This is an optimization exercise on Yosys and OpenROAD, whose aim is small area and a short achievable clock period, not a production implementation.
No activity file was given, so power comes from the tool's default toggle rates.

==> flow/design.v <==
`timescale 1ns/1ps
package irq_pkg;
    localparam int DATA_W = 32;
    localparam int KEY_W  = 8;
    localparam int ADDR_W = 8;
    localparam int NUM_IRQ_TYPES = 4;
    localparam int TYPE_W        = $clog2(NUM_IRQ_TYPES);
    typedef logic [TYPE_W-1:0] irq_type_t;
    localparam irq_type_t IRQ_TYPE_KEY = irq_type_t'(0);
    typedef struct packed {
        irq_type_t         irq_type;
        logic [DATA_W-1:0] value;
    } irq_entry_t;
    localparam int KEY_FIFO_DEPTH  = 5;
    localparam int IRQ_QUEUE_DEPTH = 10;
    localparam logic [ADDR_W-1:0] REG_CODE_BASE = 8'h00;
    localparam logic [ADDR_W-1:0] REG_STATUS    = 8'h04;
    localparam logic [ADDR_W-1:0] REG_ISR_ADDR  = 8'h08;
    localparam logic [ADDR_W-1:0] REG_ISR_VALUE = 8'h0C;
    localparam logic [ADDR_W-1:0] REG_SW_RAISE  = 8'h10;
    localparam logic [ADDR_W-1:0] REG_EOI       = 8'h14;
    localparam logic [ADDR_W-1:0] REG_VECTOR_0  = 8'h20;
    localparam int STAT_IN_SERVICE = 0;
    localparam int STAT_Q_EMPTY    = 1;
    localparam int STAT_OVERFLOW   = 2;
endpackage
`timescale 1ns/1ps
`timescale 1ns/1ps
`timescale 1ns/1ps
`timescale 1ns/1ps
`timescale 1ns/1ps
module irq_ctrl_top
(
    input  logic        CLOCK_50,
    input  logic        rst_n_i,
    input  logic        key_valid_i,
    input  logic [7:0]  key_code_i,
    input  logic        psel_i,
    input  logic        penable_i,
    input  logic        pwrite_i,
    input  logic [7:0]  paddr_i,
    input  logic [31:0] pwdata_i,
    output logic [31:0] prdata_o,
    output logic        pready_o,
    output logic        pslverr_o,
    output logic        irq_o
);
    localparam int KDEPTH = 5;
    localparam int QDEPTH = 10;
    logic [7:0]  kmem [KDEPTH];
    logic [2:0]  kwp, krp;
    logic [2:0]  kcnt;
    logic        kempty, kfull;
    logic        overflow;
    logic        kw;
    logic [2:0]  kprev;
    logic [31:0] qmem [QDEPTH];
    logic [3:0]  qwp, qrp;
    logic [3:0]  qcnt;
    logic        qempty, qfull;
    logic        d_wait, d_cap;
    logic        irq;
    logic [3:0]  act_type;     
    logic [29:0] act_val;
    logic [31:0] code_base;
    logic [31:0] vectors [4];
    logic        sw_req;
    logic [1:0]  sw_type;
    logic [29:0] sw_val;
    logic        w_cb, w_raise, w_eoi;
    logic [3:0]  w_vec;
    logic        err_r;
    logic        stall_r;
    logic [31:0] rdata_r;
    logic [31:0] p_r;
    logic        acc;
    logic        key_wr, key_rd;
    logic        sw_go, blocked;
    logic        q_wr, q_rd;
    logic        wr_raise, eoi;
    logic [31:0] q_in;
    logic [31:0] q_head;
    logic [7:0]  key_byte;
    assign acc = psel_i && penable_i;
    assign key_byte = kmem[kprev];
    assign q_head = qmem[qrp];
    assign key_wr  = key_valid_i && !kfull;
    assign key_rd  = !kw && !qfull && !kempty;
    assign blocked = kw || qfull || !kempty;
    assign sw_go   = sw_req && !blocked;
    assign q_wr    = q_wr_r;
    assign q_in    = kw ? {2'b00, 22'd0, key_byte} : {sw_type, sw_val};
    assign q_rd    = !d_wait && !d_cap && !irq && !qempty;
    assign wr_raise = acc && w_raise && !(sw_req && blocked);
    assign eoi      = acc && w_eoi;
    logic        kempty_n, kfull_n, overflow_n;
    logic        qempty_n, qfull_n;
    logic        kw_n, sw_req_n, irq_n;
    logic        st_kempty, st_qfull, st_qempty, st_ovf, st_irq, st_sw_req;
    logic        d_wait_n, d_cap_n;
    logic        q_wr_r;
    always_comb
    begin
        kempty_n   = kempty;
        kfull_n    = kfull;
        qempty_n   = qempty;
        qfull_n    = qfull;
        if (key_wr && !key_rd)
        begin
            kempty_n = 1'b0;
            kfull_n  = (kcnt == 3'd4);
        end
        else if (!key_wr && key_rd)
        begin
            kempty_n = (kcnt == 3'd1);
            kfull_n  = 1'b0;
        end
        if (q_wr && !q_rd)
        begin
            qempty_n = 1'b0;
            qfull_n  = (qcnt == 4'd9);
        end
        else if (!q_wr && q_rd)
        begin
            qempty_n = (qcnt == 4'd1);
            qfull_n  = 1'b0;
        end
        overflow_n = overflow || (key_valid_i && kfull);
        kw_n       = key_rd;
        sw_req_n   = wr_raise || (sw_req && !sw_go);
        d_wait_n   = q_rd;
        d_cap_n    = d_wait;
        irq_n      = d_cap || (irq && !eoi);
        st_kempty  = kempty_n;
        st_qfull   = qfull_n;
        st_qempty  = qempty_n;
        st_ovf     = overflow_n;
        st_irq     = d_cap || irq;
        st_sw_req  = sw_req && !sw_go;
        if (!rst_n_i)
        begin
            kempty_n   = 1'b1;
            kfull_n    = 1'b0;
            qempty_n   = 1'b1;
            qfull_n    = 1'b0;
            overflow_n = 1'b0;
            kw_n       = 1'b0;
            sw_req_n   = 1'b0;
            d_wait_n   = 1'b0;
            d_cap_n    = 1'b0;
            irq_n      = 1'b0;
        end
    end
    always_ff @(posedge CLOCK_50)
    begin
        kempty   <= kempty_n;
        kfull    <= kfull_n;
        qempty   <= qempty_n;
        qfull    <= qfull_n;
        overflow <= overflow_n;
        kw       <= kw_n;
        sw_req   <= sw_req_n;
        d_wait   <= d_wait_n;
        d_cap    <= d_cap_n;
        irq      <= irq_n;
        q_wr_r   <= !qfull_n && (kw_n || (sw_req_n && kempty_n));
    end
    always_ff @(posedge CLOCK_50)
    begin
        if (!rst_n_i)
        begin
            kwp  <= '0;
            krp  <= '0;
            kcnt <= '0;
            qwp  <= '0;
            qrp  <= '0;
            qcnt <= '0;
        end
        else
        begin
            if (key_wr)
            begin
                kwp <= (kwp == 3'(KDEPTH - 1)) ? '0 : kwp + 1'b1;
            end
            if (key_rd)
            begin
                krp <= (krp == 3'(KDEPTH - 1)) ? '0 : krp + 1'b1;
            end
            if (key_wr != key_rd)
            begin
                kcnt <= key_wr ? kcnt + 1'b1 : kcnt - 1'b1;
            end
            if (q_wr)
            begin
                qwp <= (qwp == 4'(QDEPTH - 1)) ? '0 : qwp + 1'b1;
            end
            if (q_rd)
            begin
                qrp <= (qrp == 4'(QDEPTH - 1)) ? '0 : qrp + 1'b1;
            end
            if (q_wr != q_rd)
            begin
                qcnt <= q_wr ? qcnt + 1'b1 : qcnt - 1'b1;
            end
        end
    end
    always_ff @(posedge CLOCK_50)
    begin
        for (int i = 0; i < KDEPTH; i++)
        begin
            if (key_wr && kwp == 3'(i))
            begin
                kmem[i] <= key_code_i;
            end
        end
        kprev <= krp;
        for (int i = 0; i < QDEPTH; i++)
        begin
            if (q_wr && qwp == 4'(i))
            begin
                qmem[i] <= q_in;
            end
        end
        if (q_rd)
        begin
            for (int i = 0; i < 4; i++)
            begin
                act_type[i] <= (q_head[31:30] == 2'(i));
            end
            act_val  <= q_head[29:0];
        end
        if (wr_raise)
        begin
            sw_type <= pwdata_i[1:0];
            sw_val  <= pwdata_i[31:2];
        end
    end
    logic [31:0] wdata;
    assign wdata = pwdata_i & {32{rst_n_i}};
    logic [31:0] cb_n;
    assign cb_n = (!rst_n_i || (acc && w_cb)) ? wdata : code_base;
    always_ff @(posedge CLOCK_50)
    begin
        code_base <= cb_n;
        for (int i = 0; i < 4; i++)
        begin
            if (!rst_n_i || (acc && w_vec[i]))
            begin
                vectors[i] <= wdata;
            end
        end
    end
    logic        a_vec, a_ok;
    logic [31:0] isr_addr;
    logic [31:0] rdata_n;
    assign a_vec = (paddr_i[7:4] == 4'h2) && (paddr_i[1:0] == 2'b00);
    assign a_ok  = a_vec || ((paddr_i[7:5] == 3'b000) && (paddr_i[1:0] == 2'b00)
                             && (paddr_i[4:2] <= 3'd5));
    logic [31:0] vsel_n;
    logic [3:0]  vs_keep;
    logic        vs_new;
    assign vs_keep = act_type & ~({4{acc}} & w_vec);
    assign vs_new  = |(act_type & {4{acc}} & w_vec);
    always_comb
    begin
        vsel_n = {32{vs_new}} & pwdata_i;
        for (int i = 0; i < 4; i++)
        begin
            vsel_n = vsel_n | ({32{vs_keep[i]}} & vectors[i]);
        end
    end
    logic [31:0] pn, gn;
    logic [7:0]  g4_n, p4_n;
    logic [7:0]  g4_r, p4_r;
    assign pn = cb_n ^ vsel_n;
    assign gn = cb_n & vsel_n;
    for (genvar k = 0; k < 8; k++)
    begin : g_grp
        assign g4_n[k] = gn[4*k+3]
                       | (pn[4*k+3] & gn[4*k+2])
                       | (pn[4*k+3] & pn[4*k+2] & gn[4*k+1])
                       | (pn[4*k+3] & pn[4*k+2] & pn[4*k+1] & gn[4*k]);
        assign p4_n[k] = &pn[4*k+3:4*k];
    end
    always_ff @(posedge CLOCK_50)
    begin
        p_r  <= pn;
        g4_r <= g4_n;
        p4_r <= p4_n;
    end
    logic [7:0] cg [4];
    logic [7:0] cp [4];
    assign cg[0] = g4_r;
    assign cp[0] = p4_r;
    for (genvar l = 0; l < 3; l++)
    begin : g_ks
        for (genvar k = 0; k < 8; k++)
        begin : g_grp
            if (k >= (1 << l))
            begin : g_op
                assign cg[l+1][k] = cg[l][k] | (cp[l][k] & cg[l][k-(1<<l)]);
                assign cp[l+1][k] = cp[l][k] & cp[l][k-(1<<l)];
            end
            else
            begin : g_pass
                assign cg[l+1][k] = cg[l][k];
                assign cp[l+1][k] = cp[l][k];
            end
        end
    end
    logic [31:0] bg, carry;
    assign bg = code_base & ~p_r;
    for (genvar k = 0; k < 8; k++)
    begin : g_bits
        logic cin;
        if (k == 0)
        begin : g_c0
            assign cin = 1'b0;
        end
        else
        begin : g_ck
            assign cin = cg[3][k-1];
        end
        assign carry[4*k]   = cin;
        assign carry[4*k+1] = bg[4*k] | (p_r[4*k] & cin);
        assign carry[4*k+2] = bg[4*k+1] | (p_r[4*k+1] & bg[4*k])
                            | (p_r[4*k+1] & p_r[4*k] & cin);
        assign carry[4*k+3] = bg[4*k+2] | (p_r[4*k+2] & bg[4*k+1])
                            | (p_r[4*k+2] & p_r[4*k+1] & bg[4*k])
                            | (p_r[4*k+2] & p_r[4*k+1] & p_r[4*k] & cin);
    end
    assign isr_addr = p_r ^ carry;
    logic        s_cb, s_st, s_isr, s_av;
    logic [3:0]  s_v;
    assign s_cb  = !paddr_i[5] && !paddr_i[4] && (paddr_i[3:2] == 2'd0);
    assign s_st  = !paddr_i[5] && !paddr_i[4] && (paddr_i[3:2] == 2'd1);
    assign s_isr = !paddr_i[5] && !paddr_i[4] && (paddr_i[3:2] == 2'd2);
    assign s_av  = !paddr_i[5] && !paddr_i[4] && (paddr_i[3:2] == 2'd3);
    for (genvar i = 0; i < 4; i++)
    begin : g_sv
        assign s_v[i] = paddr_i[5] && (paddr_i[3:2] == 2'(i));
    end
    always_comb
    begin
        rdata_n = ({32{s_cb}}  & code_base)
                | ({32{s_st}}  & {29'd0, st_ovf, st_qempty, st_irq})
                | ({32{s_isr}} & isr_addr)
                | ({32{s_av}}  & {2'b00, act_val});
        for (int i = 0; i < 4; i++)
        begin
            rdata_n = rdata_n | ({32{s_v[i]}} & vectors[i]);
        end
    end
    always_ff @(posedge CLOCK_50)
    begin
        w_cb    <= pwrite_i && (paddr_i == 8'h00);
        w_raise <= pwrite_i && (paddr_i == 8'h10);
        w_eoi   <= pwrite_i && (paddr_i == 8'h14);
        for (int i = 0; i < 4; i++)
        begin
            w_vec[i] <= pwrite_i && a_vec && (paddr_i[3:2] == 2'(i));
        end
        err_r   <= !a_ok;
        stall_r <= pwrite_i && (paddr_i == 8'h10) && st_sw_req
                   && (key_rd || st_qfull || !st_kempty);
        rdata_r <= rdata_n;
    end
    assign prdata_o  = rdata_r;
    assign pready_o  = !stall_r;
    assign pslverr_o = err_r;
    assign irq_o     = irq;
endmodule
clock: 5.5 ns
lec_check: 0
cap_margin: 20
core_margin: 2
core_utilization: 65
cts_cluster_diameter: 80
cts_cluster_size: 30
setup_slack_margin: 3.3
slew_margin: 20
standard.sh (not shown) runs the stock make flow with config.mk's settings and CLKGATE_MAP_FILE= SYNTH_SCRIPT=/design/flow/synth_recipe.tcl, a recipe that flattens the netlist after the stock synthesis.
==> flow/flow/run.sh <==
#!/bin/bash
# Standard layout, with plain buffers (not delay cells) on the ports.
set -euo pipefail
bash standard.sh "BUFFER_PORTS_ARGS=-buffer_cell sky130_fd_sc_hd__buf_2" finish > orfs_make.log 2>&1
Then changed:
--- a/flow/design.v
+++ b/flow/design.v
@@ -67,13 +67,13 @@
     logic        sw_req;
     logic [1:0]  sw_type;
     logic [29:0] sw_val;
-    logic        w_cb, w_raise, w_eoi;
-    logic [3:0]  w_vec;
+    logic        nx_cb, nx_raise, nx_eoi;
+    logic [3:0]  nx_vec;
     logic        err_r;
     logic        stall_r;
     logic [31:0] rdata_r;
     logic [31:0] p_r;
-    logic        acc;
+    logic        setup;
     logic        key_wr, key_rd;
     logic        sw_go, blocked;
     logic        q_wr, q_rd;
@@ -81,7 +81,7 @@
     logic [31:0] q_in;
     logic [31:0] q_head;
     logic [7:0]  key_byte;
-    assign acc = psel_i && penable_i;
+    assign setup = psel_i && !penable_i;
     assign key_byte = kmem[kprev];
     assign q_head = qmem[qrp];
     assign key_wr  = key_valid_i && !kfull;
@@ -91,8 +91,8 @@
     assign q_wr    = q_wr_r;
     assign q_in    = kw ? {2'b00, 22'd0, key_byte} : {sw_type, sw_val};
     assign q_rd    = !d_wait && !d_cap && !irq && !qempty;
-    assign wr_raise = acc && w_raise && !(sw_req && blocked);
-    assign eoi      = acc && w_eoi;
+    assign wr_raise = nx_raise && !(sw_req && blocked);
+    assign eoi      = nx_eoi;
     logic        kempty_n, kfull_n, overflow_n;
     logic        qempty_n, qfull_n;
     logic        kw_n, sw_req_n, irq_n;
@@ -236,15 +236,14 @@
         end
     end
     logic [31:0] wdata;
+    logic [31:0] cbp_n;
     assign wdata = pwdata_i & {32{rst_n_i}};
-    logic [31:0] cb_n;
-    assign cb_n = (!rst_n_i || (acc && w_cb)) ? wdata : code_base;
     always_ff @(posedge CLOCK_50)
     begin
-        code_base <= cb_n;
+        code_base <= rst_n_i ? cbp_n : '0;
         for (int i = 0; i < 4; i++)
         begin
-            if (!rst_n_i || (acc && w_vec[i]))
+            if (!rst_n_i || nx_vec[i])
             begin
                 vectors[i] <= wdata;
             end
@@ -257,10 +256,11 @@
     assign a_ok  = a_vec || ((paddr_i[7:5] == 3'b000) && (paddr_i[1:0] == 2'b00)
                              && (paddr_i[4:2] <= 3'd5));
     logic [31:0] vsel_n;
+    assign cbp_n = nx_cb ? pwdata_i : code_base;
     logic [3:0]  vs_keep;
     logic        vs_new;
-    assign vs_keep = act_type & ~({4{acc}} & w_vec);
-    assign vs_new  = |(act_type & {4{acc}} & w_vec);
+    assign vs_keep = act_type & ~nx_vec;
+    assign vs_new  = |(act_type & nx_vec);
     always_comb
     begin
         vsel_n = {32{vs_new}} & pwdata_i;
@@ -272,8 +272,8 @@
     logic [31:0] pn, gn;
     logic [7:0]  g4_n, p4_n;
     logic [7:0]  g4_r, p4_r;
-    assign pn = cb_n ^ vsel_n;
-    assign gn = cb_n & vsel_n;
+    assign pn = cbp_n ^ vsel_n;
+    assign gn = cbp_n & vsel_n;
     for (genvar k = 0; k < 8; k++)
     begin : g_grp
         assign g4_n[k] = gn[4*k+3]
@@ -353,12 +353,13 @@
     end
     always_ff @(posedge CLOCK_50)
     begin
-        w_cb    <= pwrite_i && (paddr_i == 8'h00);
-        w_raise <= pwrite_i && (paddr_i == 8'h10);
-        w_eoi   <= pwrite_i && (paddr_i == 8'h14);
+        nx_cb    <= setup && pwrite_i && (paddr_i == 8'h00);
+        nx_eoi   <= setup && pwrite_i && (paddr_i == 8'h14);
+        nx_raise <= psel_i && pwrite_i && (paddr_i == 8'h10)
+                    && (!penable_i || (sw_req && blocked));
         for (int i = 0; i < 4; i++)
         begin
-            w_vec[i] <= pwrite_i && a_vec && (paddr_i[3:2] == 2'(i));
+            nx_vec[i] <= setup && pwrite_i && a_vec && (paddr_i[3:2] == 2'(i));
         end
         err_r   <= !a_ok;
         stall_r <= pwrite_i && (paddr_i == 8'h10) && st_sw_req
Result:
- clock power rose by 9.7%
- first-iteration DRC count rose by 9.2%
- power rose by 2.2%
- global-route usage rose by 0.21 points
- flip-flop and latch count does not change
- hold slack is about the same
- wire length rose by 4.3%
- die area rose by 3.1%
- count of clock-buffer cells in the layout rose by 12
- via count rose by 2.5%
- setup slack degrades by 0.15 ns
- sequential share of layout area barely changes
Function was not checked in any run of this note: the RTL went through the layout flow alone.

==> port drivers added, routing unchanged <==
The flow's constraints put no driver on any port. The routed layouts listed below were extracted and timed again, unchanged, in two steps. Step 1, drivers: a clkbuf_16 drives CLOCK_50 and a buf_2 each remaining input, both assumed. Step 2 times the ports against the registers' clock, not the clock port: input delays grow and output delays shrink by t, the midpoint of the rising clock arrivals with the driver on. Slacks: no drivers / after step 1 / after step 2; pairs: no drivers / after step 1.
| run | shift t [ns] | setup slack, ns | worst hold slack (ns) | worst data-port slew with drivers (ns) |
|---|---|---|---|---|
| the first run | 0.684 | 3.211 / 3.212 / 2.527 | 0.382 / 0.382 / 0.382 | 0.10 |
| the second run | 0.641 | 3.059 / 3.092 / 2.450 | 0.385 / 0.385 / 0.385 | 0.07 |
After both steps every run listed still meets setup and hold. The setup slack of the first run, which loses most, moves by +0.001 ns with the drivers and by -0.684 ns with both steps.
